Background: an optimization exercise with open tools, aiming at small area, a short achievable clock period and few clock cycles. Do not read the settings as production practice. Function was checked by simulation only, so behaviour that the tests miss may differ from the original. No activity file was given, so power comes from the tool's default toggle rates.

==> module dram_responder_sp_sram, before the edit <==
module dram_responder_sp_sram (
    input  logic       clk,
    input  logic       rst,
    input  logic       we_i,
    input  logic [7:0] addr_i,
    input  logic [7:0] wdata_i,
    input  logic       re_i,
    output logic [7:0] rdata_o
);
    logic [15:0] lo_n, hi_n, hiw_n;
    dram_responder_dec4 u_dec_lo (.a_i(addr_i[3:0]), .en_i(1'b1), .y_no(lo_n));
    dram_responder_dec4 u_dec_hi (.a_i(addr_i[7:4]), .en_i(1'b1), .y_no(hi_n));
    dram_responder_dec4 u_dec_hw (.a_i(addr_i[7:4]), .en_i(we_i), .y_no(hiw_n));
    logic [255:0] rsel, wen;
    logic [7:0]   mem_q [256];
    for (genvar i = 0; i < 256; i++) begin : g_word
        dram_responder_nor2 u_rsel (.a(lo_n[i % 16]), .b(hi_n[i / 16]), .y(rsel[i]));
        dram_responder_nor2 u_wen  (.a(lo_n[i % 16]), .b(hiw_n[i / 16]), .y(wen[i]));
        always_ff @(posedge clk) begin
            if (wen[i]) mem_q[i] <= wdata_i;
        end
    end
    logic [7:0] rd_n;
    for (genvar b = 0; b < 8; b++) begin : g_bit
        logic [31:0]  t1;
        logic [7:0]   t2_n;
        logic [1:0]   t3;
        for (genvar i = 0; i < 32; i++) begin : g_t1
            dram_responder_ao8 u (
                .w({mem_q[8*i+7][b], mem_q[8*i+6][b], mem_q[8*i+5][b], mem_q[8*i+4][b],
                    mem_q[8*i+3][b], mem_q[8*i+2][b], mem_q[8*i+1][b], mem_q[8*i][b]}),
                .s(rsel[8*i +: 8]), .y(t1[i]));
        end
        for (genvar i = 0; i < 8; i++) begin : g_t2
            dram_responder_nor4 u (.a(t1[4*i]), .b(t1[4*i+1]), .c(t1[4*i+2]),
                                   .d(t1[4*i+3]), .y(t2_n[i]));
        end
        for (genvar i = 0; i < 2; i++) begin : g_t3
            dram_responder_nand4 u (.a(t2_n[4*i]), .b(t2_n[4*i+1]), .c(t2_n[4*i+2]),
                                    .d(t2_n[4*i+3]), .y(t3[i]));
        end
        dram_responder_nor2 u_t4 (.a(t3[0]), .b(t3[1]), .y(rd_n[b]));
    end
    logic [7:0] rdata_q;
    always_ff @(posedge clk or posedge rst) begin
        if (rst) begin
            rdata_q <= '0;
        end else if (re_i) begin
            rdata_q <= ~rd_n;
        end
    end
    assign rdata_o = rdata_q;
endmodule
==> module dram_responder_dec4, before the edit <==
module dram_responder_dec4 (
    input  logic [3:0]  a_i,
    input  logic        en_i,
    output logic [15:0] y_no
);
    always_comb begin
        for (int k = 0; k < 16; k++) y_no[k] = !(en_i && (a_i == 4'(k)));
    end
endmodule
==> module dram_responder_nand4, before the edit <==
module dram_responder_nand4 (
    input  logic a, b, c, d,
    output logic y
);
    assign y = !(a && b && c && d);
endmodule
==> module dram_responder_nor4, before the edit <==
module dram_responder_nor4 (
    input  logic a, b, c, d,
    output logic y
);
    assign y = !(a || b || c || d);
endmodule
Settings: LEC_CHECK=0, CAP_MARGIN=20, CORE_MARGIN=2, CORE_UTILIZATION=60, PLACE_DENSITY=0.7, SETUP_SLACK_MARGIN=2.5, SLEW_MARGIN=20, SYNTH_HIERARCHICAL=1, SYNTH_MINIMUM_KEEP_SIZE=0, TNS_END_PERCENT=5; clock period 5.5 ns.
standard.sh (not shown) runs the stock make flow with config.mk's settings and CLKGATE_MAP_FILE= SYNTH_SCRIPT=/design/flow/synth_recipe.tcl, a recipe that flattens the netlist after the stock synthesis.
==> flow/flow/run.sh <==
#!/bin/bash
# The standard layout (standard.sh, with the standard synthesis), except
# that the input and output port buffers are plain buffers
# (sky130_fd_sc_hd__buf_4) instead of the delay cell buffer_ports picks by
# default. Every port still gets its own buffer.
set -euo pipefail
bash standard.sh "BUFFER_PORTS_ARGS=-buffer_cell sky130_fd_sc_hd__buf_4" finish > standard.log 2>&1
Testbench counts at the start, summed over its fixed seeds: cycles 22,524.
Rerun with:
--- a/flow/design.v
+++ b/flow/design.v
@@ -23,13 +23,14 @@
     output logic [7:0] rdata_o
 );
-    logic [15:0] lo_n, hi_n, hiw_n;
-    dram_responder_dec4 u_dec_lo (.a_i(addr_i[3:0]), .en_i(1'b1), .y_no(lo_n));
-    dram_responder_dec4 u_dec_hi (.a_i(addr_i[7:4]), .en_i(1'b1), .y_no(hi_n));
-    dram_responder_dec4 u_dec_hw (.a_i(addr_i[7:4]), .en_i(we_i), .y_no(hiw_n));
+    logic [15:0] lo_n, hi_n, wlo_n, whi_n;
+    dram_responder_dec4e u_dec_lo  (.a_i(addr_i[3:0]), .en_i(1'b1), .y_no(lo_n));
+    dram_responder_dec4e u_dec_hi  (.a_i(addr_i[7:4]), .en_i(1'b1), .y_no(hi_n));
+    dram_responder_dec4e u_dec_wlo (.a_i(addr_i[3:0]), .en_i(we_i), .y_no(wlo_n));
+    dram_responder_dec4e u_dec_whi (.a_i(addr_i[7:4]), .en_i(we_i), .y_no(whi_n));
     logic [255:0] rsel, wen;
     logic [7:0]   mem_q [256];
     for (genvar i = 0; i < 256; i++) begin : g_word
         dram_responder_nor2 u_rsel (.a(lo_n[i % 16]), .b(hi_n[i / 16]), .y(rsel[i]));
-        dram_responder_nor2 u_wen  (.a(lo_n[i % 16]), .b(hiw_n[i / 16]), .y(wen[i]));
+        dram_responder_nor2 u_wen  (.a(wlo_n[i % 16]), .b(whi_n[i / 16]), .y(wen[i]));
         always_ff @(posedge clk) begin
             if (wen[i]) mem_q[i] <= wdata_i;
@@ -38,7 +39,9 @@
     logic [7:0] rd_n;
     for (genvar b = 0; b < 8; b++) begin : g_bit
-        logic [31:0]  t1;
-        logic [7:0]   t2_n;
-        logic [1:0]   t3;
+        logic [31:0] t1;
+        logic [15:0] t2_n;
+        logic [7:0]  t3;
+        logic [3:0]  t4_n;
+        logic [1:0]  t5;
         for (genvar i = 0; i < 32; i++) begin : g_t1
             dram_responder_ao8 u (
@@ -47,13 +50,17 @@
                 .s(rsel[8*i +: 8]), .y(t1[i]));
         end
-        for (genvar i = 0; i < 8; i++) begin : g_t2
-            dram_responder_nor4 u (.a(t1[4*i]), .b(t1[4*i+1]), .c(t1[4*i+2]),
-                                   .d(t1[4*i+3]), .y(t2_n[i]));
-        end
-        for (genvar i = 0; i < 2; i++) begin : g_t3
-            dram_responder_nand4 u (.a(t2_n[4*i]), .b(t2_n[4*i+1]), .c(t2_n[4*i+2]),
-                                    .d(t2_n[4*i+3]), .y(t3[i]));
-        end
-        dram_responder_nor2 u_t4 (.a(t3[0]), .b(t3[1]), .y(rd_n[b]));
+        for (genvar i = 0; i < 16; i++) begin : g_t2
+            dram_responder_nor2 u (.a(t1[2*i]), .b(t1[2*i+1]), .y(t2_n[i]));
+        end
+        for (genvar i = 0; i < 8; i++) begin : g_t3
+            dram_responder_nand2 u (.a(t2_n[2*i]), .b(t2_n[2*i+1]), .y(t3[i]));
+        end
+        for (genvar i = 0; i < 4; i++) begin : g_t4
+            dram_responder_nor2 u (.a(t3[2*i]), .b(t3[2*i+1]), .y(t4_n[i]));
+        end
+        for (genvar i = 0; i < 2; i++) begin : g_t5
+            dram_responder_nand2 u (.a(t4_n[2*i]), .b(t4_n[2*i+1]), .y(t5[i]));
+        end
+        dram_responder_nor2 u_t6 (.a(t5[0]), .b(t5[1]), .y(rd_n[b]));
     end
     logic [7:0] rdata_q;
@@ -67,5 +74,5 @@
     assign rdata_o = rdata_q;
 endmodule
-module dram_responder_dec4 (
+module dram_responder_dec4e (
     input  logic [3:0]  a_i,
     input  logic        en_i,
@@ -89,15 +96,9 @@
     assign y = |(w & s);
 endmodule
-module dram_responder_nand4 (
-    input  logic a, b, c, d,
+module dram_responder_nand2 (
+    input  logic a, b,
     output logic y
 );
-    assign y = !(a && b && c && d);
-endmodule
-module dram_responder_nor4 (
-    input  logic a, b, c, d,
-    output logic y
-);
-    assign y = !(a || b || c || d);
+    assign y = !(a && b);
 endmodule
 module dram_responder (
Design area came out higher by 2.5%; wire length grows by 8.2%; non-clock buffer count rises by 18; utilization rose by 1.8 points; hold slack is worse by 0.022 ns; die area hardly moves; global-route usage rises by 0.92 points; critical path depth shrinks by 7; power climbs by 0.49%; sequential share of layout area came out lower by 1.7 points; area after synthesis stays flat; combinational power rose by about 20%; sequential power stays flat.
Testbench counts after the change, summed over its fixed seeds: cycles 22,524.

========
dram_responder, a different RTL version from the one above (not shown whole).
Size in the first run: roughly 4600 cells after synthesis, roughly 2200 flip-flops, roughly 50 I/O pins, ~80000 sq um of cells after synthesis.
Settings: LEC_CHECK=0, CAP_MARGIN=20, CORE_MARGIN=2, CORE_UTILIZATION=60, PLACE_DENSITY=0.7, SETUP_SLACK_MARGIN=2.5, SLEW_MARGIN=20, SYNTH_HIERARCHICAL=1, SYNTH_MINIMUM_KEEP_SIZE=0, TNS_END_PERCENT=100; clock period 5.5 ns.
Scripts as last shown in full above: flow/flow/run.sh
Testbench counts at the start, summed over its fixed seeds: cycles 22,524.
Change:
--- a/flow/design.v
+++ b/flow/design.v
@@ -11,32 +11,30 @@
     } host_state_e;
     function automatic logic [8:0] len_to_cnt(input logic [7:0] len);
         len_to_cnt = (len == 8'd0) ? 9'd256 : {1'b0, len};
     endfunction
 endpackage
 module dram_responder_sp_sram (
     input  logic       clk,
     input  logic       rst,
     input  logic        we_i,
-    input  logic        rsel_d_i,
+    input  logic        rsel_i,
     input  logic        wsel_i,
     input  logic [7:0]  caddr_i,
     input  logic [15:0] plo_i,
     input  logic [15:0] phi_i,
     input  logic [7:0]  wdata_i,
     input  logic       re_i,
     output logic [7:0] rdata_o
 );
     logic [15:0] lo_n, hi_n, wlo_n, whi_n;
-    dram_responder_pdecr u_dec_lo  (.clk(clk), .a_i(caddr_i[3:0]), .p_i(plo_i), .sel_d_i(rsel_d_i),
-                                    .y_no(lo_n));
-    dram_responder_pdecr u_dec_hi  (.clk(clk), .a_i(caddr_i[7:4]), .p_i(phi_i), .sel_d_i(rsel_d_i),
-                                    .y_no(hi_n));
+    dram_responder_pdec  u_dec_lo  (.a_i(caddr_i[3:0]), .p_i(plo_i), .sel_i(rsel_i), .y_no(lo_n));
+    dram_responder_pdec  u_dec_hi  (.a_i(caddr_i[7:4]), .p_i(phi_i), .sel_i(rsel_i), .y_no(hi_n));
     dram_responder_pdece u_dec_wlo (.a_i(caddr_i[3:0]), .p_i(plo_i), .sel_i(wsel_i), .en_i(we_i),
                                     .y_no(wlo_n));
     dram_responder_pdec  u_dec_whi (.a_i(caddr_i[7:4]), .p_i(phi_i), .sel_i(wsel_i), .y_no(whi_n));
     logic [15:0] wlo_nq, whi_nq;
     logic [7:0]  wd_q;
     always_ff @(posedge clk) begin
         wlo_nq <= wlo_n;
         whi_nq <= whi_n;
         wd_q   <= wdata_i;
@@ -117,38 +115,18 @@
     logic       nsel;
     assign nsel = !sel_i;
     dram_responder_dec2 u_d01 (.a_i(a_i[1:0]), .y_o(d01));
     dram_responder_dec2 u_d23 (.a_i(a_i[3:2]), .y_o(d23));
     for (genvar k = 0; k < 16; k++) begin : g_line
         dram_responder_a32oi u (.a1(nsel), .a2(d01[k % 4]), .a3(d23[k / 4]), .b1(sel_i), .b2(p_i[k]),
                                 .y(y_no[k]));
     end
 endmodule
-module dram_responder_pdecr (
-    input  logic        clk,
-    input  logic [3:0]  a_i,
-    input  logic [15:0] p_i,
-    input  logic        sel_d_i,
-    output logic [15:0] y_no
-);
-    logic [3:0] d01, d23;
-    logic       sel_q, nsel_q;
-    always_ff @(posedge clk) begin
-        sel_q  <= sel_d_i;
-        nsel_q <= !sel_d_i;
-    end
-    dram_responder_dec2 u_d01 (.a_i(a_i[1:0]), .y_o(d01));
-    dram_responder_dec2 u_d23 (.a_i(a_i[3:2]), .y_o(d23));
-    for (genvar k = 0; k < 16; k++) begin : g_line
-        dram_responder_a32oi u (.a1(nsel_q), .a2(d01[k % 4]), .a3(d23[k / 4]), .b1(sel_q),
-                                .b2(p_i[k]), .y(y_no[k]));
-    end
-endmodule
 module dram_responder_dec2 (
     input  logic [1:0] a_i,
     output logic [3:0] y_o
 );
     always_comb begin
         for (int k = 0; k < 4; k++) y_o[k] = (a_i == 2'(k));
     end
 endmodule
 module dram_responder_a32oi (
@@ -221,19 +199,19 @@
 );
     logic       busy_q, s_addr_q, s_len_q, s_load_q, s_dump_q;
     logic       rdy_q;       
     logic       dump_q;      
     logic       last_q;      
     logic [7:0] ptr_q;       
     logic [15:0] plo_q, phi_q;   
     logic [7:0] cnt_q;       
     logic       stall_q, err_q;
-    logic       idle_w_q;
+    logic       busy_a_q, idle_w_q;
     logic in_ready, in_fire, out_fire, cmd_ok, is_dump, stall, step, fin;
     logic [7:0] cnt_dec;
     assign in_ready = (cpu_idle && !busy_q) || rdy_q;
     assign in_fire  = host_in_valid && in_ready;
     assign out_fire = s_dump_q && host_out_ready;
     assign is_dump  = (host_in_data == dram_responder_pkg::HOST_CMD_DUMP);
     assign cmd_ok   = (host_in_data == dram_responder_pkg::HOST_CMD_LOAD) || is_dump;
     assign stall    = !busy_q && host_in_valid && !cpu_idle;
     assign cnt_dec  = cnt_q - 8'd1;
@@ -288,18 +266,19 @@
         end
     end
     logic busy_d;
     always_comb begin
         busy_d = busy_q;
         if (!busy_q) busy_d = in_fire && cmd_ok;
         else if (!s_addr_q && !s_len_q && fin) busy_d = 1'b0;
     end
     always_ff @(posedge clk) begin
+        busy_a_q <= busy_d;
         idle_w_q <= !busy_d;
         if (!busy_q) begin
             dump_q <= is_dump;
         end
         ptr_q <= ptr_d;
         plo_q <= 16'b1 << ptr_d[3:0];
         phi_q <= 16'b1 << ptr_d[7:4];
         if (s_len_q && host_in_valid) begin
             cnt_q  <= host_in_data;
@@ -312,19 +291,19 @@
     logic       mem_we, mem_re;
     logic [7:0] mem_wdata, mem_rdata;
     assign mem_we    = idle_w_q ? dram_write : (s_load_q && host_in_valid);
     assign mem_wdata = idle_w_q ? dram_din : host_in_data;
     assign mem_re    = !s_dump_q || host_out_ready;
     dram_responder_sp_sram u_ram (
         .clk    (clk),
         .rst    (rst),
         .we_i   (mem_we),
-        .rsel_d_i(busy_d),
+        .rsel_i (busy_a_q),
         .wsel_i (!idle_w_q),
         .caddr_i(dram_addr),
         .plo_i  (plo_q),
         .phi_i  (phi_q),
         .wdata_i(mem_wdata),
         .re_i   (mem_re),
         .rdata_o(mem_rdata)
     );
     assign dram_dout      = mem_rdata;
Outcome: Worst setup slack improved by 0.012 ns. Hold slack improved by 0.017 ns. Routed wire length increases by 1.3%. Count of clock-buffer cells in the layout decreases by 6. Power decreases by 6.7%. Die area is about the same. Cell count hardly moves. Clock power barely changes. Non-clock buffer count decreases by 11. Maximum frequency increases by 0.41%.
Testbench counts after the change, summed over its fixed seeds: cycles 22,524.

port drivers added, routing unchanged:
No port has a modelled driver above. Below, the same layouts with a new extraction and two added sets of constraints.
Step 1 sets driving cells, clkbuf_16 on the clock port and buf_2 on the other inputs (assumed; they add their load-dependent delay and slew).
Step 2, shift: input delay + t, output delay - t, t = (earliest + latest rising clock arrival at the registers) / 2. This alone moves slack from input paths to output paths.
Slacks: ideal ports / drivers / drivers and shift; pairs: ideal ports / drivers.
run	t (ns)	setup slack, ns	worst setup path at the end	pins driven straight from the clock port
the first run of note 1	0.891	1.808 / 1.808 / 1.045	input to register	1
the second run of note 1	0.901	2.122 / 2.122 / 1.359	input to register	1
the first run of note 2	0.903	2.492 / 2.425 / 1.646	input to register	1
the second run of note 2	0.911	2.504 / 2.462 / 1.629	input to register	1
After both steps setup and hold are still met in every run listed. For the second run of note 2, which loses most, drivers alone change the setup slack by -0.042 ns; drivers and shift together by -0.875 ns.
